Context: an optimization exercise on an open-source flow, tuned for small area, a short achievable clock period and few clock cycles per item. The choices shown serve that exercise and are no tape-out recipe.
The RTL was checked by simulation tests, not by an equivalence proof against the original design.
Power and IR drop assume default switching activity.

[flow/design.v]
package cfct_pkg;
    localparam int PEERS_DEF = 16;
    localparam int VCS_DEF   = 4;
    localparam int KIND_W    = 3;
    localparam int PEER_W    = 4;
    localparam int VC_W      = 2;
    localparam int CNT_W     = 16;
    localparam int NVC_W     = 3;
    localparam int CFG_IDX_W = 3;
    localparam int IN_DATA_W  = 40;
    localparam int IN_USER_W  = KIND_W;
    localparam int OUT_DATA_W = 72;
    localparam logic [KIND_W-1:0] KIND_ADD_PEER     = 3'd0;
    localparam logic [KIND_W-1:0] KIND_CONSUME      = 3'd1;
    localparam logic [KIND_W-1:0] KIND_CHECK        = 3'd2;
    localparam logic [KIND_W-1:0] KIND_ADD_CREDITS  = 3'd3;
    localparam logic [KIND_W-1:0] KIND_RECEIVE      = 3'd4;
    localparam logic [KIND_W-1:0] KIND_CREDIT_RET   = 3'd5;
    localparam logic [CFG_IDX_W-1:0] CFG_LINK_ENABLE  = 3'd0;
    localparam logic [CFG_IDX_W-1:0] CFG_DYNAMIC_MODE = 3'd1;
    localparam logic [CFG_IDX_W-1:0] CFG_BASE_CREDIT  = 3'd2;
    localparam logic [CFG_IDX_W-1:0] CFG_BYTES_PER_CR = 3'd3;
    localparam logic [CFG_IDX_W-1:0] CFG_BATCH_SIZE   = 3'd4;
    localparam logic [CFG_IDX_W-1:0] CFG_INIT_CREDITS = 3'd5;
    localparam logic [CFG_IDX_W-1:0] CFG_NUM_VCS      = 3'd6;
    localparam logic [CNT_W-1:0] RST_BASE_CREDIT  = 16'd1;
    localparam logic [CNT_W-1:0] RST_BYTES_PER_CR = 16'd256;
    localparam logic [CNT_W-1:0] RST_BATCH_SIZE   = 16'd1;
    localparam logic [CNT_W-1:0] RST_INIT_CREDITS = 16'd20;
    localparam logic [NVC_W-1:0] RST_NUM_VCS      = 3'd4;
    localparam int DIV_STEPS = CNT_W;
    localparam int DIV_CNT_W = $clog2(DIV_STEPS);
    localparam int OUT_OK_LSB     = 0;
    localparam int OUT_NEED_LSB   = 1;
    localparam int OUT_TX_LSB     = 17;
    localparam int OUT_PEND_LSB   = 33;
    localparam int OUT_SEND_LSB   = 49;
    localparam int OUT_SENT_LSB   = 50;
    function automatic logic [CNT_W-1:0] sat_add(input logic [CNT_W-1:0] a,
                                                 input logic [CNT_W-1:0] b);
        logic [CNT_W:0] s;
        s = {1'b0, a} + {1'b0, b};
        sat_add = s[CNT_W] ? {CNT_W{1'b1}} : s[CNT_W-1:0];
    endfunction
endpackage
module cfct_sub #(
    parameter int W = 4
) (
    input  logic [W-1:0] a,
    input  logic [W-1:0] b,
    output logic [W-1:0] diff,
    output logic         bout
);
    logic [W-1:0] gg;
    logic [W-1:0] bin;
    always_comb
    begin
        logic [W-1:0] g;
        logic [W-1:0] p;
        logic [W-1:0] gn;
        logic [W-1:0] pn;
        g = ~a & b;
        p = ~(a ^ b);
        for (int s = 1; s < W; s = s * 2)
        begin
            gn = g;
            pn = p;
            for (int j = s; j < W; j++)
            begin
                gn[j] = g[j] | (p[j] & g[j-s]);
                pn[j] = p[j] & p[j-s];
            end
            g = gn;
            p = pn;
        end
        gg = g;
    end
    if (W == 1)
        assign bin = 1'b0;
    else
        assign bin = {gg[W-2:0], 1'b0};
    assign diff = a ^ b ^ bin;
    assign bout = gg[W-1];
endmodule
module cfct_add #(
    parameter int W = 4
) (
    input  logic [W-1:0] a,
    input  logic [W-1:0] b,
    input  logic         cin,
    output logic [W-1:0] sum,
    output logic         cout
);
    logic [W-1:0] gg;
    logic [W-1:0] cy;
    always_comb
    begin
        logic [W-1:0] g;
        logic [W-1:0] p;
        logic [W-1:0] gn;
        logic [W-1:0] pn;
        g = a & b;
        p = a ^ b;
        g[0] = g[0] | (p[0] & cin);
        for (int s = 1; s < W; s = s * 2)
        begin
            gn = g;
            pn = p;
            for (int j = s; j < W; j++)
            begin
                gn[j] = g[j] | (p[j] & g[j-s]);
                pn[j] = p[j] & p[j-s];
            end
            g = gn;
            p = pn;
        end
        gg = g;
    end
    assign cy   = {gg[W-2:0], cin};
    assign sum  = a ^ b ^ cy;
    assign cout = gg[W-1];
endmodule
module cfct_ceil_div #(
    parameter int                 SB_W       = 1
) (
    input  logic                      clk,
    input  logic                      rst_n,
    input  logic                      en,
    input  logic                      in_valid,
    input  logic                      in_kill,
    input  logic [cfct_pkg::CNT_W-1:0] in_dividend,
    input  logic [SB_W-1:0]           in_sb,
    input  logic [cfct_pkg::CNT_W-1:0] divisor,
    input  logic [cfct_pkg::CNT_W+1:0] divisor3,
    output logic                      out_valid,
    output logic                      out_kill,
    output logic [cfct_pkg::CNT_W-1:0] out_rem,
    output logic [cfct_pkg::CNT_W-1:0] out_quo,
    output logic [SB_W-1:0]           out_sb,
    output logic [SB_W-1:0]           pre_sb
);
    localparam int N    = cfct_pkg::CNT_W;
    localparam int ROWS = N / 2;
    logic [N-1:0]    rem  [ROWS+1];
    logic [N-1:0]    dq   [ROWS+1];
    logic            vld  [ROWS+1];
    logic            kil  [ROWS+1];
    logic [SB_W-1:0] sb   [ROWS+1];
    logic [N:0]     hzd_src;             
    logic [N+2:0]   hz3_src;             
    logic [N-1:0]   dcp   [ROWS];
    logic [N+1:0]   d3cp  [ROWS];
    logic           ok1cp [ROWS];
    logic           ok2cp [ROWS];
    logic           ok3cp [ROWS];
    always_comb
    begin
        hzd_src[N]   = 1'b1;
        hz3_src[N+2] = 1'b1;
        for (int j = N + 1; j >= 0; j--)
            hz3_src[j] = hz3_src[j+1] & ~divisor3[j];
        for (int j = N - 1; j >= 0; j--)
            hzd_src[j] = hzd_src[j+1] & ~divisor[j];
    end
    assign dcp[0]   = divisor;
    assign d3cp[0]  = divisor3;
    assign ok1cp[0] = hzd_src[2];
    assign ok2cp[0] = hzd_src[1];
    assign ok3cp[0] = hzd_src[1];         
    assign d3cp[1]  = divisor3;
    assign ok3cp[1] = hz3_src[4];
    for (genvar k = 1; k < ROWS; k++)
    begin : g_cp
        localparam int WK = 2 * k + 2;
        if (k % 2 == 1)
        begin : g_d
            localparam int WD = (k + 1 < ROWS) ? WK + 2 : WK;
            logic [WD-1:0] d_q;
            always_ff @(posedge clk)
                d_q <= divisor[WD-1:0];
            assign dcp[k] = N'(d_q);
        end
        else
        begin : g_d
            assign dcp[k] = dcp[k-1];
        end
        if (k >= 2 && k % 2 == 0)
        begin : g_d3
            localparam int WD = (k + 1 < ROWS) ? WK + 2 : WK;
            logic [WD-1:0] d3_q;
            always_ff @(posedge clk)
                d3_q <= divisor3[WD-1:0];
            assign d3cp[k] = (N+2)'(d3_q);
        end
        else if (k >= 3)
        begin : g_d3
            assign d3cp[k] = d3cp[k-1];
        end
        begin : g_ok
            logic ok1_q;
            logic ok2_q;
            always_ff @(posedge clk)
            begin
                ok1_q <= hzd_src[WK];
                ok2_q <= hzd_src[WK-1];
            end
            assign ok1cp[k] = ok1_q;
            assign ok2cp[k] = ok2_q;
        end
        if (k >= 2)
        begin : g_ok3
            logic ok3_q;
            always_ff @(posedge clk)
                ok3_q <= hz3_src[WK];
            assign ok3cp[k] = ok3_q;
        end
    end
    assign rem[0] = '0;
    assign dq[0]  = in_dividend;
    assign vld[0] = in_valid;
    assign kil[0] = in_kill;
    assign sb[0]  = in_sb;
    for (genvar k = 0; k < ROWS; k++)
    begin : g_row
        localparam int W = 2 * k + 2;
        logic [W-1:0] rs;
        logic [W-1:0] m1;
        logic [W-1:0] m2;
        logic [W-1:0] m3;
        logic [W-1:0] s1;
        logic [W-1:0] s2;
        logic [W-1:0] s3;
        logic         b1;
        logic         b2;
        logic         b3;
        logic         f1;
        logic         f2;
        logic         f3;
        logic [W-1:0] nr;
        logic [N-1:0] rem_n;
        logic [N-1:0] dq_n;
        if (k == 0)
            assign rs = dq[k][N-1:N-2];
        else
            assign rs = {rem[k][W-3:0], dq[k][N-1:N-2]};
        assign m1 = dcp[k][W-1:0];
        assign m2 = {dcp[k][W-2:0], 1'b0};
        if (k == 0)
            assign m3 = {divisor[1] ^ divisor[0], divisor[0]};
        else
            assign m3 = d3cp[k][W-1:0];
        cfct_sub #(.W(W)) u_s1 (.a(rs), .b(m1), .diff(s1), .bout(b1));
        cfct_sub #(.W(W)) u_s2 (.a(rs), .b(m2), .diff(s2), .bout(b2));
        cfct_sub #(.W(W)) u_s3 (.a(rs), .b(m3), .diff(s3), .bout(b3));
        assign f1 = ~kil[k] & ok1cp[k] & ~b1;
        assign f2 = ~kil[k] & ok2cp[k] & ~b2;
        assign f3 = ~kil[k] & ok3cp[k] & ~b3;
        assign nr = f2 ? (f3 ? s3 : s2) : (f1 ? s1 : rs);
        if (W == N)
            assign rem_n = nr;
        else
            assign rem_n = {{(N-W){1'b0}}, nr};
        assign dq_n = {dq[k][N-3:0], f2, f3 | (f1 & ~f2)};
        begin : g_reg
            logic [N-1:0]    rem_q;
            logic [N-1:0]    dq_q;
            logic            vld_q;
            logic            kil_q;
            logic [SB_W-1:0] sb_q;
            always_ff @(posedge clk or negedge rst_n)
            begin
                if (!rst_n)
                    vld_q <= 1'b0;
                else if (en)
                    vld_q <= vld[k];
            end
            always_ff @(posedge clk)
            begin
                if (en)
                begin
                    rem_q <= rem_n;
                    dq_q  <= dq_n;
                    kil_q <= kil[k];
                    sb_q  <= sb[k];
                end
            end
            assign rem[k+1] = rem_q;
            assign dq[k+1]  = dq_q;
            assign vld[k+1] = vld_q;
            assign kil[k+1] = kil_q;
            assign sb[k+1]  = sb_q;
        end
    end
    assign out_valid = vld[ROWS];
    assign out_kill  = kil[ROWS];
    assign out_rem   = rem[ROWS];
    assign out_quo   = dq[ROWS];
    assign out_sb    = sb[ROWS];
    assign pre_sb    = sb[ROWS-1];
endmodule
module credit_flow_control_table #(
    parameter int          PEERS      = cfct_pkg::PEERS_DEF,
    parameter int          VCS        = cfct_pkg::VCS_DEF
) (
    input  logic                              clk,
    input  logic                              rst_n,
    input  logic                              s_axis_tvalid,
    output logic                              s_axis_tready,
    input  logic [cfct_pkg::IN_DATA_W-1:0]    s_axis_tdata,
    input  logic [cfct_pkg::IN_USER_W-1:0]    s_axis_tuser,
    output logic                              m_axis_tvalid,
    input  logic                              m_axis_tready,
    output logic [cfct_pkg::OUT_DATA_W-1:0]   m_axis_tdata,
    input  logic                              cfg_valid,
    output logic                              cfg_ready,
    input  logic [cfct_pkg::CFG_IDX_W-1:0]    cfg_index,
    input  logic [cfct_pkg::CNT_W-1:0]        cfg_data
);
    localparam int N       = cfct_pkg::CNT_W;
    localparam int ENTRIES = 64;
    localparam int ENTRY_W = 2 * N + 1;
    localparam int SB_W    = cfct_pkg::KIND_W + cfct_pkg::PEER_W + cfct_pkg::VC_W;
    logic         link_enable_reg;
    logic         dynamic_mode_reg;
    logic [N-1:0] base_credit_reg;
    logic [N-1:0] divisor_reg;           
    logic [N-1:0] base_m1_reg;           
    logic [N+1:0] divisor3_reg;          
    logic [N-1:0] batch_size_reg;
    logic [N-1:0] initial_credits_reg;
    logic [2:0]   num_vcs_reg;
    assign cfg_ready = 1'b1;
    always_ff @(posedge clk or negedge rst_n)
    begin
        if (!rst_n)
        begin
            link_enable_reg     <= 1'b0;
            dynamic_mode_reg    <= 1'b1;
            base_credit_reg     <= cfct_pkg::RST_BASE_CREDIT;
            divisor_reg         <= cfct_pkg::RST_BYTES_PER_CR;
            batch_size_reg      <= cfct_pkg::RST_BATCH_SIZE;
            initial_credits_reg <= cfct_pkg::RST_INIT_CREDITS;
            num_vcs_reg         <= cfct_pkg::RST_NUM_VCS;
        end
        else if (cfg_valid)
        begin
            case (cfg_index)
                cfct_pkg::CFG_LINK_ENABLE:  link_enable_reg     <= cfg_data[0];
                cfct_pkg::CFG_DYNAMIC_MODE: dynamic_mode_reg    <= cfg_data[0];
                cfct_pkg::CFG_BASE_CREDIT:  base_credit_reg     <= cfg_data;
                cfct_pkg::CFG_BYTES_PER_CR: divisor_reg         <= (cfg_data == '0) ? N'(1) : cfg_data;
                cfct_pkg::CFG_BATCH_SIZE:   batch_size_reg      <= cfg_data;
                cfct_pkg::CFG_INIT_CREDITS: initial_credits_reg <= cfg_data;
                cfct_pkg::CFG_NUM_VCS:      num_vcs_reg         <= cfg_data[2:0];
                default: ;
            endcase
        end
    end
    always_ff @(posedge clk)
    begin
        base_m1_reg <= (base_credit_reg == '0) ? '0 : base_credit_reg - 1'b1;
    end
    always_ff @(posedge clk)
    begin
        divisor3_reg <= {2'b00, divisor_reg} + {1'b0, divisor_reg, 1'b0};
    end
    logic out_valid_reg;
    logic adv;
    assign adv = !out_valid_reg || m_axis_tready;
    logic         clear_reg;
    logic         ready_reg;
    logic         sk_valid;
    logic [2:0]   sk_kind;
    logic [5:0]   sk_pv;
    logic [N-1:0] sk_val;
    logic         in_fire;
    logic         in_pkt;
    logic [N-1:0] in_val;
    assign s_axis_tready = ready_reg;
    assign in_fire = s_axis_tvalid && ready_reg;
    assign in_pkt  = (s_axis_tuser == cfct_pkg::KIND_CONSUME) || (s_axis_tuser == cfct_pkg::KIND_CHECK) ||
                     (s_axis_tuser == cfct_pkg::KIND_RECEIVE);
    assign in_val  = in_pkt ? s_axis_tdata[21:6] : s_axis_tdata[37:22];
    always_ff @(posedge clk or negedge rst_n)
    begin
        if (!rst_n)
        begin
            clear_reg <= 1'b1;
            ready_reg <= 1'b0;
            sk_valid  <= 1'b0;
        end
        else
        begin
            clear_reg <= 1'b0;
            if (adv)
            begin
                sk_valid  <= 1'b0;
                ready_reg <= 1'b1;
            end
            else if (in_fire)
            begin
                sk_valid  <= 1'b1;
                ready_reg <= 1'b0;
            end
        end
    end
    always_ff @(posedge clk)
    begin
        if (!sk_valid)
        begin
            sk_kind <= s_axis_tuser;
            sk_pv   <= s_axis_tdata[5:0];
            sk_val  <= in_val;
        end
    end
    logic         d_in_valid;
    logic [2:0]   d_in_kind;
    logic [5:0]   d_in_pv;
    logic [N-1:0] d_in_val;
    logic         d_in_kill;
    assign d_in_valid = sk_valid || in_fire;
    assign d_in_kind  = sk_valid ? sk_kind : s_axis_tuser;
    assign d_in_pv    = sk_valid ? sk_pv   : s_axis_tdata[5:0];
    assign d_in_val   = sk_valid ? sk_val  : in_val;
    assign d_in_kill  = !((d_in_kind == cfct_pkg::KIND_CONSUME) || (d_in_kind == cfct_pkg::KIND_CHECK) ||
                          (d_in_kind == cfct_pkg::KIND_RECEIVE));
    logic            r_valid;
    logic            r_kill;
    logic [N-1:0]    r_rem;
    logic [N-1:0]    r_quo;
    logic [SB_W-1:0] r_sb;
    logic [SB_W-1:0] p_sb;
    cfct_ceil_div #(
        .SB_W       (SB_W)
    ) u_div (
        .clk         (clk),
        .rst_n       (rst_n),
        .en          (adv),
        .in_valid    (d_in_valid),
        .in_kill     (d_in_kill),
        .in_dividend (d_in_val),
        .in_sb       ({d_in_kind, d_in_pv}),
        .divisor     (divisor_reg),
        .divisor3    (divisor3_reg),
        .out_valid   (r_valid),
        .out_kill    (r_kill),
        .out_rem     (r_rem),
        .out_quo     (r_quo),
        .out_sb      (r_sb),
        .pre_sb      (p_sb)
    );
    logic [15:0] r_peer_oh;
    logic [3:0]  r_vc_oh;
    always_ff @(posedge clk)
    begin
        if (adv)
        begin
            r_peer_oh <= 16'b1 << p_sb[3:0];
            r_vc_oh   <= 4'b1 << p_sb[5:4];
        end
    end
    logic [2:0]   r_kind;
    logic [3:0]   r_peer;
    logic [1:0]   r_vc;
    logic         r_rem_nz;
    logic [N-1:0] r_qc;
    logic [N-1:0] r_need;
    logic [N-1:0] r_q_m_base;
    logic [N-1:0] r_q_m_base_m1;
    logic         r_q_lt_base_m1;
    logic         r_q_lt_base;
    logic         r_qc_ge;
    logic [N-1:0] r_opnd;
    logic         r_sub;
    logic [2:0]   r_lim;
    logic [3:0]   r_lanes;
    logic [3:0]   r_wmask;
    assign {r_kind, r_vc, r_peer} = r_sb;
    assign r_rem_nz = (r_rem != '0);
    assign r_qc     = r_quo + N'(r_rem_nz);
    cfct_sub #(.W(N)) u_cmp_base (
        .a    (r_quo),
        .b    (base_credit_reg),
        .diff (r_q_m_base),
        .bout (r_q_lt_base)
    );
    cfct_sub #(.W(N)) u_cmp_base_m1 (
        .a    (r_quo),
        .b    (base_m1_reg),
        .diff (r_q_m_base_m1),
        .bout (r_q_lt_base_m1)
    );
    assign r_qc_ge  = r_rem_nz ? !r_q_lt_base_m1 : !r_q_lt_base;
    assign r_need   = (dynamic_mode_reg && r_qc_ge) ? r_qc : base_credit_reg;
    always_comb
    begin
        if (!r_kill)
            r_opnd = r_need;
        else if ((r_kind == cfct_pkg::KIND_ADD_PEER) && !r_rem_nz)
            r_opnd = initial_credits_reg;
        else
            r_opnd = r_rem;
    end
    assign r_sub   = (r_kind == cfct_pkg::KIND_CONSUME) || (r_kind == cfct_pkg::KIND_CHECK);
    assign r_lim   = (num_vcs_reg > 3'd4) ? 3'd4 : num_vcs_reg;
    assign r_lanes = {r_lim > 3'd3, r_lim > 3'd2, r_lim > 3'd1, r_lim > 3'd0};
    assign r_wmask = !r_valid ? 4'b0000 :
                     (r_kind == cfct_pkg::KIND_ADD_PEER) ? r_lanes : (4'b0001 << r_vc);
    logic [ENTRY_W-1:0] mem [ENTRIES];
    logic [ENTRY_W-1:0] w_data;
    logic [3:0]         w_peer;
    logic [3:0]         w_mask;
    logic [ENTRY_W-1:0] mem_rd;
    logic [ENTRY_W-1:0] r_ent;
    always_comb
    begin
        mem_rd = '0;
        for (int e = 0; e < ENTRIES; e++)
            mem_rd = mem_rd | ({ENTRY_W{r_peer_oh[e / 4] & r_vc_oh[e % 4]}} & mem[e]);
    end
    assign r_ent  = ((w_peer == r_peer) && w_mask[r_vc]) ? w_data : mem_rd;
    for (genvar e = 0; e < ENTRIES; e++)
    begin : g_ent
        logic we;
        assign we = clear_reg || ((w_peer == 4'(e / 4)) && w_mask[e % 4]);
        always_ff @(posedge clk)
        begin
            if (we)
                mem[e] <= clear_reg ? '0 : w_data;
        end
    end
    logic               x_valid;
    logic [3:0]         x_wmask;
    logic               x_hit;
    logic [3:0]         x_peer;
    logic [ENTRY_W-1:0] x_rd;
    logic [N-1:0]       x_opnd;
    logic               x_sub;
    logic               x_pkt;
    logic               x_ap;
    logic               x_ap_lane;
    logic               x_con;
    logic               x_chk;
    logic               x_ac;
    logic               x_amt_nz;
    logic               x_rcv;
    logic               x_ret;
    always_ff @(posedge clk or negedge rst_n)
    begin
        if (!rst_n)
        begin
            x_valid <= 1'b0;
            x_wmask <= '0;
        end
        else if (adv)
        begin
            x_valid <= r_valid;
            x_wmask <= r_wmask;
        end
    end
    always_ff @(posedge clk)
    begin
        if (adv)
        begin
            x_hit     <= (x_peer == r_peer) && x_wmask[r_vc];
            x_peer    <= r_peer;
            x_rd      <= r_ent;
            x_opnd    <= r_opnd;
            x_sub     <= r_sub;
            x_pkt     <= !r_kill;
            x_ap      <= (r_kind == cfct_pkg::KIND_ADD_PEER);
            x_ap_lane <= r_lanes[r_vc];
            x_con     <= (r_kind == cfct_pkg::KIND_CONSUME);
            x_chk     <= (r_kind == cfct_pkg::KIND_CHECK);
            x_ac      <= (r_kind == cfct_pkg::KIND_ADD_CREDITS);
            x_amt_nz  <= r_rem_nz;
            x_rcv     <= (r_kind == cfct_pkg::KIND_RECEIVE) && link_enable_reg;
            x_ret     <= (r_kind == cfct_pkg::KIND_CREDIT_RET) && link_enable_reg;
        end
    end
    logic [ENTRY_W-1:0] xa_w;
    logic [ENTRY_W-1:0] xb_w;
    logic [3*N+1:0]     xa_o;
    logic [3*N+1:0]     xb_o;
    logic [ENTRY_W-1:0] n_ent;
    logic [3*N+1:0]     n_out;
    cfct_exec u_exec_rd (
        .ent     (x_rd),
        .opnd    (x_opnd),
        .sub     (x_sub),
        .ap      (x_ap),
        .ap_lane (x_ap_lane),
        .con     (x_con),
        .chk     (x_chk),
        .ac      (x_ac),
        .amt_nz  (x_amt_nz),
        .rcv     (x_rcv),
        .ret     (x_ret),
        .batch   (batch_size_reg),
        .new_ent (xa_w),
        .res     (xa_o)
    );
    cfct_exec u_exec_fwd (
        .ent     (w_data),
        .opnd    (x_opnd),
        .sub     (x_sub),
        .ap      (x_ap),
        .ap_lane (x_ap_lane),
        .con     (x_con),
        .chk     (x_chk),
        .ac      (x_ac),
        .amt_nz  (x_amt_nz),
        .rcv     (x_rcv),
        .ret     (x_ret),
        .batch   (batch_size_reg),
        .new_ent (xb_w),
        .res     (xb_o)
    );
    assign n_ent = x_hit ? xb_w : xa_w;
    assign n_out = x_hit ? xb_o : xa_o;
    logic [cfct_pkg::OUT_DATA_W-1:0] out_data_reg;
    always_ff @(posedge clk or negedge rst_n)
    begin
        if (!rst_n)
        begin
            w_mask        <= '0;
            out_valid_reg <= 1'b0;
        end
        else if (adv)
        begin
            w_mask        <= x_wmask;
            out_valid_reg <= x_valid;
        end
    end
    always_ff @(posedge clk)
    begin
        if (adv)
        begin
            w_peer       <= x_peer;
            w_data       <= n_ent;
            out_data_reg <= {{(cfct_pkg::OUT_DATA_W - cfct_pkg::OUT_SENT_LSB - N){1'b0}},
                             n_out[3*N+1:1], x_pkt ? x_opnd : N'(0), n_out[0]};
        end
    end
    assign m_axis_tvalid = out_valid_reg;
    assign m_axis_tdata  = out_data_reg;
endmodule
module cfct_exec (
    input  logic [2*cfct_pkg::CNT_W:0]   ent,
    input  logic [cfct_pkg::CNT_W-1:0]   opnd,
    input  logic                        sub,
    input  logic                        ap,
    input  logic                        ap_lane,
    input  logic                        con,
    input  logic                        chk,
    input  logic                        ac,
    input  logic                        amt_nz,
    input  logic                        rcv,
    input  logic                        ret,
    input  logic [cfct_pkg::CNT_W-1:0]   batch,
    output logic [2*cfct_pkg::CNT_W:0]   new_ent,
    output logic [3*cfct_pkg::CNT_W+1:0] res
);
    localparam int N = cfct_pkg::CNT_W;
    logic         e_live;
    logic [N-1:0] e_tx;
    logic [N-1:0] e_pend;
    logic [N:0]   add_tx;
    logic [N:0]   add_pend;
    logic         pend_lt_batch;
    logic [N-1:0] pend_m_batch;
    logic         grant;
    logic         ret_go;
    logic [N-1:0] n_tx;
    logic [N-1:0] n_pend;
    logic         n_live;
    assign {e_live, e_tx, e_pend} = ent;
    cfct_add #(.W(N)) u_add_tx (
        .a    (e_tx),
        .b    (sub ? ~opnd : opnd),
        .cin  (sub),
        .sum  (add_tx[N-1:0]),
        .cout (add_tx[N])
    );
    cfct_add #(.W(N)) u_add_pend (
        .a    (e_pend),
        .b    (opnd),
        .cin  (1'b0),
        .sum  (add_pend[N-1:0]),
        .cout (add_pend[N])
    );
    cfct_sub #(.W(N)) u_cmp_batch (
        .a    (e_pend),
        .b    (batch),
        .diff (pend_m_batch),
        .bout (pend_lt_batch)
    );
    assign grant  = e_live && add_tx[N];
    assign ret_go = ret && !pend_lt_batch;
    always_comb
    begin
        if (ap)
            n_tx = opnd;
        else if (con && grant)
            n_tx = add_tx[N-1:0];
        else if (ac)
            n_tx = add_tx[N] ? {N{1'b1}} : add_tx[N-1:0];
        else
            n_tx = e_tx;
    end
    always_comb
    begin
        if (ap || ret_go)
            n_pend = '0;
        else if (rcv)
            n_pend = add_pend[N] ? {N{1'b1}} : add_pend[N-1:0];
        else
            n_pend = e_pend;
    end
    assign n_live  = e_live || ap || (ac && amt_nz);
    assign new_ent = {n_live, n_tx, n_pend};
    assign res     = {ret_go ? e_pend : N'(0), ret_go,
                      (ap && !ap_lane) ? e_pend : n_pend,
                      (ap && !ap_lane) ? e_tx : n_tx,
                      (con || chk) && grant};
endmodule
[flow/run.sh]
#!/bin/bash
# synth_recipe.tcl (not shown) runs the flow's synth.tcl, then flattens the netlist and writes it again
# the make line also repeats each setting of config.mk as NAME=value (left out here)
make -C /OpenROAD-flow-scripts/flow DESIGN_CONFIG=/design/flow/config.mk WORK_HOME=/design/flow/orfs CLKGATE_MAP_FILE= SYNTH_SCRIPT=/design/flow/synth_recipe.tcl finish
[flow/config.mk]
export PLATFORM = sky130hd
export DESIGN_NAME = credit_flow_control_table
export DESIGN_NICKNAME = credit_flow_control_table
export VERILOG_FILES = /design/flow/design.v
export SDC_FILE = /design/flow/constraint.sdc
export NUM_CORES = 4
export LEC_CHECK = 0
export ABC_CLOCK_PERIOD_IN_PS = 3000
export CAP_MARGIN = 20
export CORE_MARGIN = 2
export CORE_UTILIZATION = 50
export CTS_CLUSTER_DIAMETER = 80
export CTS_CLUSTER_SIZE = 24
export SETUP_SLACK_MARGIN = 5.0
export SLEW_MARGIN = 20
[flow/constraint.sdc]
create_clock -name core_clock -period 8.5 [get_ports {clk}]
set_input_delay 1.7000 -clock core_clock [delete_from_list [all_inputs] [get_ports {clk}]]
set_output_delay 1.7000 -clock core_clock [all_outputs]
set_load 0.01 [all_outputs]
==> results of run 1 <==
==> cell usage after synthesis, types with 37 or more instances <==
library cell / number
a22o_1: 365
inv_1: 247
clkbuf_1: 317
or4_1: 37
a22oi_1: 361
nor2_1: 248
edfxtp_1: 2579
xor2_1: 109
dfrtp_1: 82
o21ai_0: 183
mux2i_1: 216
dfxtp_1: 109
nand2b_1: 57
nand2_1: 226
xnor2_1: 123
a21oi_1: 231
a21o_1: 128
buf_1: 52
nor4_1: 55
o21a_1: 47
a221oi_1: 356
mux2_2: 88
o211ai_1: 63
and2_1: 90
nor2b_1: 51
o221ai_1: 46
nand4_1: 129
nor3_1: 90
nand3_1: 162
ha_1: 347
==> stage by stage <==
step / setup WS (ns) / instance area [sq um]
2_1_floorplan: 4.77 / 116000
3_3_place_gp: 3.37 / 122000
3_5_place_dp: 3.34 / 122000
4_1_cts: 4.98 / 128000
5_1_grt: 4.91 / 130000
6_report: 4.82 / 130000
==> final cells by class <==
type | instances | area, sq um
Tap cell | 3043 | 3810
Sequential cell | 2778 | 81900
Clock buffer | 165 | 3830
Timing Repair Buffer | 495 | 4790
Fill cell | 18300 | 102000
Inverter | 251 | 972
Multi-Input combinational cell | 4212 | 33600
Antenna cell | 14 | 35.0
Clock inverter | 55 | 895
==> what timing repair did <==
action                     CTS  global route
gates resized for setup    170           152
hold buffers                 0             0
setup endpoints to repair  219           164
buffers inserted            60            54
cloned                       0             1
pin swaps                   27            52
==> routing by layer <==
layer / vias to the layer above / global-route usage, % / share of wire, % / wire, um
li1: 31000 / - / - / -
met1: 39500 / 50.0 / 36 / 160000
met2: 6276 / 54.1 / 43 / 191000
met3: 1304 / 9.85 / 14 / 62800
met4: 2 / 20.1 / 6.8 / 30100
met5: - / 0.143 / 0.0025 / 11
==> report_power, final <==
part           internal (W)  switching, W  total, W
logic               0.00773        0.0137    0.0214
clock network       0.00349       0.00476   0.00825
registers            0.0197       0.00195    0.0217
==> worst max path at each step <==
stage	from	slack (ns)	cells past startpoint	to
after floorplan	s_axis_tuser[0]	4.77	12	u_div.g_row[0].g_reg.rem_q[1]
after global placement	s_axis_tuser[0]	3.37	13	u_div.g_row[0].g_reg.rem_q[1]
after detailed placement	s_axis_tuser[0]	3.34	11	u_div.g_row[0].g_reg.rem_q[0]
after CTS	x_opnd[0]	4.98	18	m_axis_tdata[23]
after global routing	x_opnd[0]	4.91	13	m_axis_tdata[23]
final	r_vc_oh[1]	4.82	8	x_rd[2]
==> worst max-delay path, stage by stage (launching register included) <==
cell,delay [ns]
edfxtp_1,0.35
buf_4,0.25
and2_4,0.54
buf_4,0.73
a22oi_1,0.19
nand4_1,0.16
or4_1,0.22
nor4_4,0.10
a21oi_1,0.80
==> kinds of logic (layout without fill, tap and decap cells) <==
logic type               Yosys count  count (layout)  synth area share [%]
flip-flops                      2778            2778                  70.4
AO/OA/AOI/OAI                   2017            2017                  13.1
AND/OR/NAND/NOR                 1271            1272                  5.67
buffers and inverters            634             966                  2.08
adder cells (fa/ha/maj)          375             375                  4.21
multiplexers                     308             308                  2.78
XOR/XNOR                         232             232                  1.75
other                              2              22               0.00646
==> metrics.md, run 1 <==
| Metric | Value |
|---|---|
| Outcome | `finished clean` |
| RSZ-0062 raised after global routing | `true` |
| Required time of the critical path | `9.04 ns` |
| CP arrival | `4.22 ns` |
| Total Wirelength | `444 mm` |
| Largest Register | `mem` |
| Antenna Nets Post-Route | `0` |
| Critical path class | `reg2reg` |
| First-pass GRT wire length | `596 mm` |
| Synth area leaders | `edfxtp_1 67%, ha_1 3.7%, a22o_1 2.7%, a221oi_1 2.7%, a22oi_1 2.3%` |
| Ys Warns | `23` |
| Worst Hold Endpoint | `u_div.g_cp[6].g_d3.d3_q[8]` |
| Inst Count DP | `10,600` |
| H-tree levels | `4` |
| Final setup violation count | `0` |
| Hold path cells | `0` |
| HPWL after detailed placement | `250 mm` |
| Most frequent cells in the layout | `2,579 x edfxtp_1, 365 x a22o_1, 361 x a22oi_1, 353 x a221oi_1, 340 x ha_1` |
| Maxcap violations | `0` |
| Final core utilization | `56.0%` |
| Core area | `232,000 sq um` |
| Top Ports | `142` |
| Period utilization | `43.3%` |
| RR Startpoint | `r_vc_oh[1]` |
| Total CTS buffers | `151` |
| Initial core utilization | `50.2%` |
| Clock latency on the worst-skew pair | `0.87 ns` |
| Regs by FF count | `mem x2112, u_div.g_row.g_reg.dq_q x128` |
| Final Hold Viols | `0` |
| FF+latch count, synth | `2,778` |
| Gpl congestion | `0.890` |
| R2R setup slack | `4.82 ns` |
| Die area | `237,000 sq um` |
| Crit path time final | `3.68 ns` |
| Tot Pwr | `0.0513 W` |
| Worst Setup End Kind | `flip-flop` |
| Area Overhead vs Synth | `11.6%` |
| # rows | `177` |
| Register area share after synthesis | `70.4%` |
| Count of flip-flops with a built-in enable after synthesis | `2,579` |
| Global route overflow | `0` |
| Cells after synthesis | `7,617` |
| Die W | `486 um` |
| Vias in the first global route | `71,900` |
| Yosys cell types | `95` |
| R2R cell count | `8` |
| Largest net degree at the start of global routing | `180` |
| Drt via density | `7.10` |
| Hold_sp | `divisor3_reg[8]` |
| CP Max Fanout | `19` |
| DRC | `0` |
| Primary FF master, synth | `edfxtp_1` |
| Max-slew violation count | `0` |
| Clk buf depth | `3` |
| Buffers on Ports | `132` |
| Tot GR Track Use | `36.8%` |
| Net count reported at finish | `8,331` |
| Largest register FFs | `2,112` |
| P_leak | `47.4 nW` |
| Max_slew headroom | `16.1%` |
| Setup Skew | `0.0466 ns` |
| Drt first pass iters | `6` |
| Path type of the worst min-delay path | `reg2reg` |
| Worst flop-to-flop path endpoint | `x_rd[2]` |
| Peak supply drop | `0.000258 V` |
| TritonCTS clock tree | `built` |
| Synthesized cell area | `116,000 sq um` |
| Final setup TNS | `0 ns` |
| Initial antenna violation count | `19` |
| Area leader, netlist | `edfxtp_1` |
| Clk slew on worst S/H paths | `0.10 ns` |
| Max Freq | `0.272 GHz` |
| Die Y | `486 um` |
| Layout cells sized above 1 | `12.8%` |
| Actual slew at the worst max-slew pin | `1.26 ns` |
| Startpoint Class | `flip-flop` |
| Post-synth top area share | `66.6%` |
| Power Density | `395 nW/um^2` |
| WL/cell | `40.3 um` |
| Final std cells w/o fill | `11,000` |
| CTS sink cnt | `2,778` |
| Hold_ws | `0.358 ns` |
| Commonest non-fill, non-tap cell in the layout | `edfxtp_1` |
| Post-synth ARST share | `3.24%` |
| DRT iter0 DRCs | `14,200` |
| Via count | `78,200` |
| Root Driver | `clkbuf_16` |
| Avg Inst Size Synth | `15.3 sq um` |
Testbench counts, summed over its fixed seeds: cycles 8,320, requests 8,000.
==> inputs of run 2 (changes only) <==
--- a/flow/config.mk
+++ b/flow/config.mk
@@ -5,6 +5,7 @@
 export SDC_FILE = /design/flow/constraint.sdc
 export NUM_CORES = 4
 export LEC_CHECK = 0
+export ABC_AREA = 1
 export ABC_CLOCK_PERIOD_IN_PS = 3000
 export CAP_MARGIN = 20
 export CORE_MARGIN = 2
==> metrics.md, run 2 <==
| Metric | Value |
|---|---|
| Tot Pwr | `0.0509 W (-0.73%)` |
| P_leak | `51.2 nW (+8.0%)` |
| Final setup violation count | `0 (unchanged)` |
| Sw power | `0.0213 W (+4.5%)` |
| Avg Inst Size Synth | `12.4 sq um (-19%)` |
| Maxcap violations | `0 (unchanged)` |
| Primary FF master, synth | `edfxtp_1` |
| Via count | `84,900 (+8.7%)` |
| Required time of the critical path | `9.09 ns (+0.05 ns)` |
| Filler instances | `20,000 (+9.0%)` |
| Die area | `245,000 sq um (+3.5%)` |
| Ys Warns | `23 (unchanged)` |
| DRT iter0 DRCs | `14,800 (+4.3%)` |
| Post-synth ARST share | `3.24% (unchanged)` |
| First-pass GRT wire length | `616 mm (+3.4%)` |
| Yosys cell types | `72 (-24%)` |
| Multi-input gate area | `34,800 sq um (+3.5%)` |
| Combinational share of power | `41.7% (about the same)` |
| Hold_sp | `divisor3_reg[5]` |
| Initial antenna violation count | `28 (+9)` |
| Top-count cell post-synth | `edfxtp_1` |
| Most frequent cells in the layout | `2,579 x edfxtp_1, 1,754 x nand2_1, 853 x inv_1, 642 x a22o_1, 465 x nor2_1` |
| Seq. cell area | `81,900 sq um (about the same)` |
| Layout cells sized above 1 | `8.21% (-4.6 points)` |
| Global route overflow | `0 (unchanged)` |
| Largest net degree at the start of global routing | `173 (-3.9%)` |
| Buffers on Ports | `132 (unchanged)` |
| Period utilization | `44.7% (+1.4 points)` |
| Worst Hold Endpoint | `u_div.g_cp[2].g_d3.d3_q[5]` |
| Count of flip-flops with a built-in enable after synthesis | `2,579 (unchanged)` |
| DRC | `0 (unchanged)` |
| Clock latency on the worst-skew pair | `0.88 ns (about the same)` |
| Net count reported at finish | `10,400 (+25%)` |
| Hold path cells | `0 (unchanged)` |
| Max Freq | `0.263 GHz (-3.1%)` |
| Sw frac | `41.8% (+2.1 points)` |
| Int Pwr | `0.0296 W (-4.2%)` |
| Total CTS buffers | `151 (unchanged)` |
| # hold bufs at CTS | `0 (unchanged)` |
| Max-slew violation count | `0 (unchanged)` |
| RSZ-0062 raised after global routing | `true` |
| CP Max Fanout | `14 (-5)` |
| Actual slew at the worst max-slew pin | `1.26 ns (+0.00193 ns)` |
| Clk buf depth | `3 (unchanged)` |
| Register area share after synthesis | `68.0% (-2.4 points)` |
| Critical path class | `reg2reg` |
| Power Density | `384 nW/um^2 (-2.8%)` |
| Clock power share | `16.2% (about the same)` |
| Area Overhead vs Synth | `10.2%` |
| Setup Skew | `0.0495 ns (+0.00289 ns)` |
| Regs by FF count | `mem x2112, u_div.g_row.g_reg.dq_q x128` |
| Die Y | `495 um (+1.7%)` |
| WL/cell | `34.4 um (-15%)` |
| Die W | `495 um (+1.7%)` |
| Largest register FFs | `2,112 (unchanged)` |
| Tot GR Track Use | `36.5% (-0.32 points)` |
| TritonCTS clock tree | `built` |
| FF+latch count, synth | `2,778 (unchanged)` |
| Vias in the first global route | `78,100 (+8.6%)` |
| Area leader, netlist | `edfxtp_1` |
| Final Hold Viols | `0 (unchanged)` |
| R2R cell count | `11 (+3)` |
| Total Wirelength | `455 mm (+2.5%)` |
| Start point of the critical path | `r_peer_oh[4]` |
| Commonest non-fill, non-tap cell in the layout | `edfxtp_1` |
| CTS sink cnt | `2,778 (unchanged)` |
| Gpl congestion | `0.922 (+3.5%)` |
| Outcome | `finished clean` |
| Synth area leaders | `edfxtp_1 64%, nand2_1 5.5%, a22o_1 4.7%, ha_1 3.6%, inv_1 2.8%` |
| Final setup TNS | `0 ns (unchanged)` |
| Largest Register | `mem` |
| Crit path time final | `3.80 ns (+0.119 ns)` |
| Top post-synthesis cells by count | `2,579 x edfxtp_1, 1,761 x nand2_1, 910 x inv_1` |
| CP arrival | `4.40 ns (+0.18 ns)` |
| Core area | `240,000 sq um (+3.5%)` |
| R2R setup slack | `4.70 ns (-0.12 ns)` |
| Top Ports | `142 (unchanged)` |
| Startpoint Class | `flip-flop` |
| H-tree levels | `4 (unchanged)` |
| Max_slew headroom | `16.0% (-0.13 points)` |
| Drt via density | `6.42 (-9.5%)` |
| Post-synth top area share | `64.3% (-2.3 points)` |
| # rows | `180 (+1.7%)` |
| Clk slew on worst S/H paths | `0.10 ns (about the same)` |
| Worst flop-to-flop path endpoint | `x_rd[5]` |
| Peak supply drop | `0.000240 V (-7.0%)` |
| Sequential Power Share | `42.1% (about the same)` |
| Synthesized cell area | `120,000 sq um (+3.5%)` |
| Drt first pass iters | `8 (+2)` |
| Initial core utilization | `50.1% (about the same)` |
| RR Startpoint | `r_peer_oh[4]` |
| HPWL after detailed placement | `270 mm (+8.0%)` |
| Path type of the worst min-delay path | `reg2reg` |
| Root Driver | `clkbuf_16` |
| Cells after synthesis | `9,740 (+28%)` |
| Antenna Nets Post-Route | `0 (unchanged)` |
| Worst Setup End Kind | `flip-flop` |
## run 2: worst max-delay path: stages (launching register included)
cell and delay, ns:
edfxtp_1 0.50, nand2_1 0.36, inv_2 0.24, buf_4 0.31
buf_4 0.29, a22o_1 0.24, inv_1 0.05, nand4_1 0.10
nor2_1 0.22, nand4_1 0.64, nor2_4 0.45, a21oi_1 0.07
## run 2: what timing repair did
item / 4_1_cts / 5_1_grt
hold endpoints to repair: 0 / 0
setup buffers: 32 / 24
gates cloned: 1 / 0
pin swaps: 12 / 18
setup endpoints to repair: 223 / 309
resized for setup: 86 / 64
## run 2: area by class of cell
class | instances | area share [%]
Timing Repair Buffer | 397 | 2.69
Tap cell | 3185 | 3.00
Inverter | 936 | 2.77
Clock inverter | 46 | 0.500
Sequential cell | 2778 | 61.8
Multi-Input combinational cell | 5707 | 26.2
Antenna cell | 13 | 0.0245
Clock buffer | 172 | 3.04
## run 2: worst max path at each step
stage | slack, ns | to | cells past startpoint
global route | 4.84 | x_rd[5] | 11
floorplan | 4.92 | mem[0][0] | 3
CTS | 4.84 | x_rd[5] | 11
finish | 4.70 | x_rd[5] | 11
detailed placement | 3.32 | u_div.g_row[0].g_reg.rem_q[0] | 17
global placement | 3.30 | u_div.g_row[0].g_reg.rem_q[0] | 17
## run 2: cell families after synthesis
family | synth area share (%)
AND/OR/NAND/NOR | 11.8
flip-flops | 68.0
AO/OA/AOI/OAI | 10.2
buffers and inverters | 4.21
adder cells (fa/ha/maj) | 4.07
XOR/XNOR | 1.56
multiplexers | 0.0582
other | 0.00624
## run 2: power by group through the flow
| stage | Clock, W | Sequential, W | Combinational, W |
|---|---|---|---|
| after floorplan | 0 | 0.0211 | 0.0124 |
| after global placement | 0 | 0.0217 | 0.0198 |
| after detailed placement | 0 | 0.0218 | 0.0200 |
| after CTS | 0.00825 | 0.0215 | 0.0204 |
| after global routing | 0.00867 | 0.0217 | 0.0227 |
| final | 0.00824 | 0.0214 | 0.0212 |
## run 2: per-layer routing
layer  global-route usage (%)  routed length [um]  share of wire (%)  vias up
li1                         -                   -                  -    35700
met1                     49.5              169000                 37    42100
met2                     55.6              200000                 44     5994
met3                     9.20               59900                 13     1185
met4                     16.6               25300                5.6       18
met5                        0                 118              0.026        -
## run 2: stage by stage
stage / hold slack (ns) / cells / area (sq um) / util (%) / worst slack [ns]
2_1_floorplan: 0.331 / 9746 / 120000 / - / 4.92
3_3_place_gp: 0.339 / 12900 / 127000 / 52.8 / 3.30
3_5_place_dp: 0.341 / 12900 / 127000 / 52.8 / 3.32
5_1_grt: 0.351 / 13200 / 133000 / 55.2 / 4.84
4_1_cts: 0.358 / 13200 / 132000 / 55.0 / 4.84
6_report: 0.345 / 13200 / 133000 / 55.2 / 4.70
==> inputs of run 3 (changes only) <==
--- a/flow/config.mk
+++ b/flow/config.mk
@@ -5,11 +5,10 @@
 export SDC_FILE = /design/flow/constraint.sdc
 export NUM_CORES = 4
 export LEC_CHECK = 0
-export ABC_AREA = 1
 export ABC_CLOCK_PERIOD_IN_PS = 3000
 export CAP_MARGIN = 20
 export CORE_MARGIN = 2
-export CORE_UTILIZATION = 50
+export CORE_UTILIZATION = 56
 export CTS_CLUSTER_DIAMETER = 80
 export CTS_CLUSTER_SIZE = 24
 export SETUP_SLACK_MARGIN = 5.0
==> metrics.md, run 3 <==
| Metric | Value |
|---|---|
| Post-synth ARST share | `3.24% (unchanged)` |
| Root Driver | `clkbuf_16` |
| Global route overflow | `0 (unchanged)` |
| R2R cell count | `14 (+3)` |
| Buffers on Ports | `132 (unchanged)` |
| First-pass GRT wire length | `597 mm (-3.1%)` |
| Top post-synthesis cells by count | `2,579 x edfxtp_1, 365 x a22o_1, 361 x a22oi_1` |
| Final setup TNS | `0 ns (unchanged)` |
| CTS sink cnt | `2,778 (unchanged)` |
| Post-synth top area share | `66.6% (+2.3 points)` |
| Layout cells sized above 1 | `13.2% (+5.0 points)` |
| CP arrival | `4.28 ns (-0.12 ns)` |
| HPWL after detailed placement | `252 mm (-6.6%)` |
| Gpl congestion | `0.905 (-1.7%)` |
| Outcome | `finished clean` |
| GRT met3 Usage | `12.3% (+3.1 points)` |
| Synthesized cell area | `116,000 sq um (-3.4%)` |
| Worst flop-to-flop path endpoint | `m_axis_tdata[22]` |
| Die area | `211,000 sq um (-14%)` |
| Peak supply drop | `0.000326 V (+36%)` |
| Crit path time final | `3.72 ns (-0.0773 ns)` |
| Clk buf depth | `3 (unchanged)` |
| Total Wirelength | `447 mm (-1.8%)` |
| Worst Setup End Kind | `flip-flop` |
| CP Max Fanout | `7 (-7)` |
| Drt first pass iters | `6 (-2)` |
| Grt met2 use | `58.8% (+3.1 points)` |
| DRC | `0 (unchanged)` |
| Final Hold Viols | `0 (unchanged)` |
| Period utilization | `43.8% (-0.91 points)` |
| Largest net degree at the start of global routing | `187 (+8.1%)` |
| Initial antenna violation count | `22 (-21%)` |
| Total CTS buffers | `149 (-1.3%)` |
| Die W | `460 um (-7.1%)` |
| WL/cell | `41.8 um (+22%)` |
| Drt via density | `7.35 (+14%)` |
| Die Y | `460 um (-7.1%)` |
| Regs by FF count | `mem x2112, u_div.g_row.g_reg.dq_q x128` |
| Placed cell area | `122,000 sq um (-3.6%)` |
| R2R setup slack | `4.78 ns (+0.08 ns)` |
| Ys Warns | `23 (unchanged)` |
| RSZ-0062 raised after global routing | `true` |
| Power Density | `398 nW/um^2 (+3.8%)` |
| Commonest non-fill, non-tap cell in the layout | `edfxtp_1` |
| Count of flip-flops with a built-in enable after synthesis | `2,579 (unchanged)` |
| Met1 GRT Util | `58.8% (+9.3 points)` |
| Actual slew at the worst max-slew pin | `1.29 ns (+0.0322 ns)` |
| Hold_sp | `divisor3_reg[15]` |
| Critical path class | `reg2reg` |
| Maxcap violations | `0 (unchanged)` |
| Startpoint Class | `flip-flop` |
| RR Startpoint | `x_opnd[0]` |
| Area leader, netlist | `edfxtp_1` |
| Hold path cells | `0 (unchanged)` |
| Top-count cell post-synth | `edfxtp_1` |
| Final setup violation count | `0 (unchanged)` |
| Antenna Nets Post-Route | `0 (unchanged)` |
| Largest Register | `mem` |
| Most frequent cells in the layout | `2,579 x edfxtp_1, 365 x a22o_1, 361 x a22oi_1, 352 x a221oi_1, 340 x ha_1` |
| Synth area leaders | `edfxtp_1 67%, ha_1 3.7%, a22o_1 2.7%, a221oi_1 2.7%, a22oi_1 2.3%` |
| Area Overhead vs Synth | `11.7%` |
| Setup Skew | `0.0430 ns (-0.00648 ns)` |
| Clock latency on the worst-skew pair | `0.86 ns (-0.02 ns)` |
| Vias in the first global route | `70,800 (-9.3%)` |
| Largest register FFs | `2,112 (unchanged)` |
| Max-slew violation count | `0 (unchanged)` |
| Register area share after synthesis | `70.4% (+2.4 points)` |
| Required time of the critical path | `9.06 ns (-0.03 ns)` |
| Clk slew on worst S/H paths | `0.10 ns (about the same)` |
| FF+latch count, synth | `2,778 (unchanged)` |
| Primary FF master, synth | `edfxtp_1` |
| Max Freq | `0.269 GHz (+2.1%)` |
| Path type of the worst min-delay path | `reg2reg` |
| P_leak | `47.6 nW (-7.2%)` |
| Top Ports | `142 (unchanged)` |
| Cells after synthesis | `7,617 (-22%)` |
| Net count reported at finish | `8,350 (-20%)` |
| Max_slew headroom | `13.9% (-2.1 points)` |
| H-tree levels | `4 (unchanged)` |
| Worst Hold Endpoint | `u_div.g_cp[6].g_d3.d3_q[15]` |
| Filler instances | `15,200 (-24%)` |
| # rows | `167 (-7.2%)` |
| DRT iter0 DRCs | `15,200 (+3.0%)` |
| Final instance area | `130,000 sq um (-2.0%)` |
| Tot GR Track Use | `41.6% (+5.1 points)` |
| Via count | `78,500 (-7.5%)` |
| Initial core utilization | `56.2% (+6.1 points)` |
| Core area | `207,000 sq um (-14%)` |
| Avg Inst Size Synth | `15.3 sq um (+24%)` |
| Yosys cell types | `95 (+32%)` |
| TritonCTS clock tree | `built` |
| Busiest grt layer | `met1` |
## run 3: how the worst max path moves through the flow
| stage | start | end | slack [ns] |
|---|---|---|---|
| floorplan | s_axis_tuser[0] | u_div.g_row[0].g_reg.rem_q[1] | 4.77 |
| global placement | s_axis_tuser[0] | u_div.g_row[0].g_reg.rem_q[1] | 3.41 |
| detailed placement | s_axis_tuser[0] | u_div.g_row[0].g_reg.rem_q[1] | 3.43 |
| CTS | x_opnd[0] | m_axis_tdata[32] | 4.81 |
| global route | x_opnd[0] | m_axis_tdata[22] | 4.69 |
| finish | x_opnd[0] | m_axis_tdata[22] | 4.78 |
## run 3: report_power, final
part / internal (W) / switching [W] / total, W
clock: 0.00350 / 0.00461 / 0.00811
combinational: 0.00802 / 0.0140 / 0.0220
sequential: 0.0197 / 0.00197 / 0.0217
total: 0.0312 / 0.0206 / 0.0518
## run 3: kinds of logic (layout without fill, tap and decap cells)
family,count (synthesis),in the layout,share of synthesized area [%]
fa+ha+maj,375,375,4.21
xor+xnor,232,232,1.75
flops,2778,2778,70.4
other cells,2,25,0.00646
buf+inv,634,977,2.08
simple gates,1271,1272,5.67
mux,308,308,2.78
compound gates,2017,2018,13.1
## run 3: metrics by stage
stage	setup slack (ns)	std cells	hold slack, ns	total power, W	util (%)
after global placement	3.41	10300	0.339	0.0405	59.0
after detailed placement	3.43	10300	0.344	0.0409	59.1
after global routing	4.69	10700	0.367	0.0535	62.8
after floorplan	4.77	7623	0.331	0.0329	-
after CTS	4.81	10600	0.358	0.0501	62.1
final	4.78	10700	0.357	0.0518	62.8
## run 3: repair_timing
item,in CTS,in global routing
gates resized for setup,212,148
setup buffers,79,41
cloned,1,3
setup endpoints to repair,172,138
hold buffers,0,0
pin swaps,52,53
## run 3: final cells by class
type	instances	area (sq um)	share of cell area, %
Sequential cell	2778	81900	63.0
Multi-Input combinational cell	4213	33800	26.0
Timing Repair Buffer	515	5340	4.11
Clock buffer	169	3900	3.00
Tap cell	2704	3380	2.60
Inverter	251	968	0.745
Clock inverter	42	659	0.507
Antenna cell	17	42.5	0.0327
## run 3: critical path, stage by stage (launching register included)
cell and delay [ns]:
edfxtp_1 0.43, buf_6 0.15, buf_6 0.11, mux2_4 0.31, fa_2 0.38, a211oi_4 0.25
o21ai_2 0.09, a21o_1 0.23, a311oi_4 0.38, buf_4 0.19, o31ai_4 0.06, buf_6 0.18
or3_4 0.34, a32oi_4 0.28, a21oi_2 0.08
## run 3: routing by layer
metal  part of all wire, %  routed length (um)
met3                    15               67800
met2                    41              185000
met5                 0.014                  64
met4                   6.6               29300
met1                    37              165000

re-timing with driven ports:
No port has a modelled driver above. Below, the same layouts with a new extraction and two added sets of constraints.
Step 1, drivers: a clkbuf_16 drives clk and a buf_2 each remaining input, both assumed.
Step 2 adds t to the input delays and takes it off the output delays; t is the mean of the earliest and latest rising clock arrival at the registers after step 1. Input paths then give back, and output paths get back, about the clock's delay inside the block.
Three values: ideal ports, drivers, drivers and shift; two values: the first two.
| run | t, ns | setup WS [ns] | latest minus earliest clock arrival (ns) | worst register clock-pin slew, ns | cell pins on the clock port's net |
|---|---|---|---|---|---|
| run 1 | 0.963 | 4.817 / 4.817 / 4.174 | 0.071 / 0.071 | 0.10 / 0.10 | 1 |
| run 2 | 0.939 | 4.698 / 4.698 / 4.087 | 0.063 / 0.063 | 0.10 / 0.10 | 1 |
| run 3 | 0.930 | 4.776 / 4.776 / 4.114 | 0.054 / 0.054 | 0.11 / 0.11 | 1 |
After both steps setup and hold are still met in every run listed. The setup slack of run 3, which loses most, moves by 0.000 ns with the drivers and by -0.662 ns with both steps.
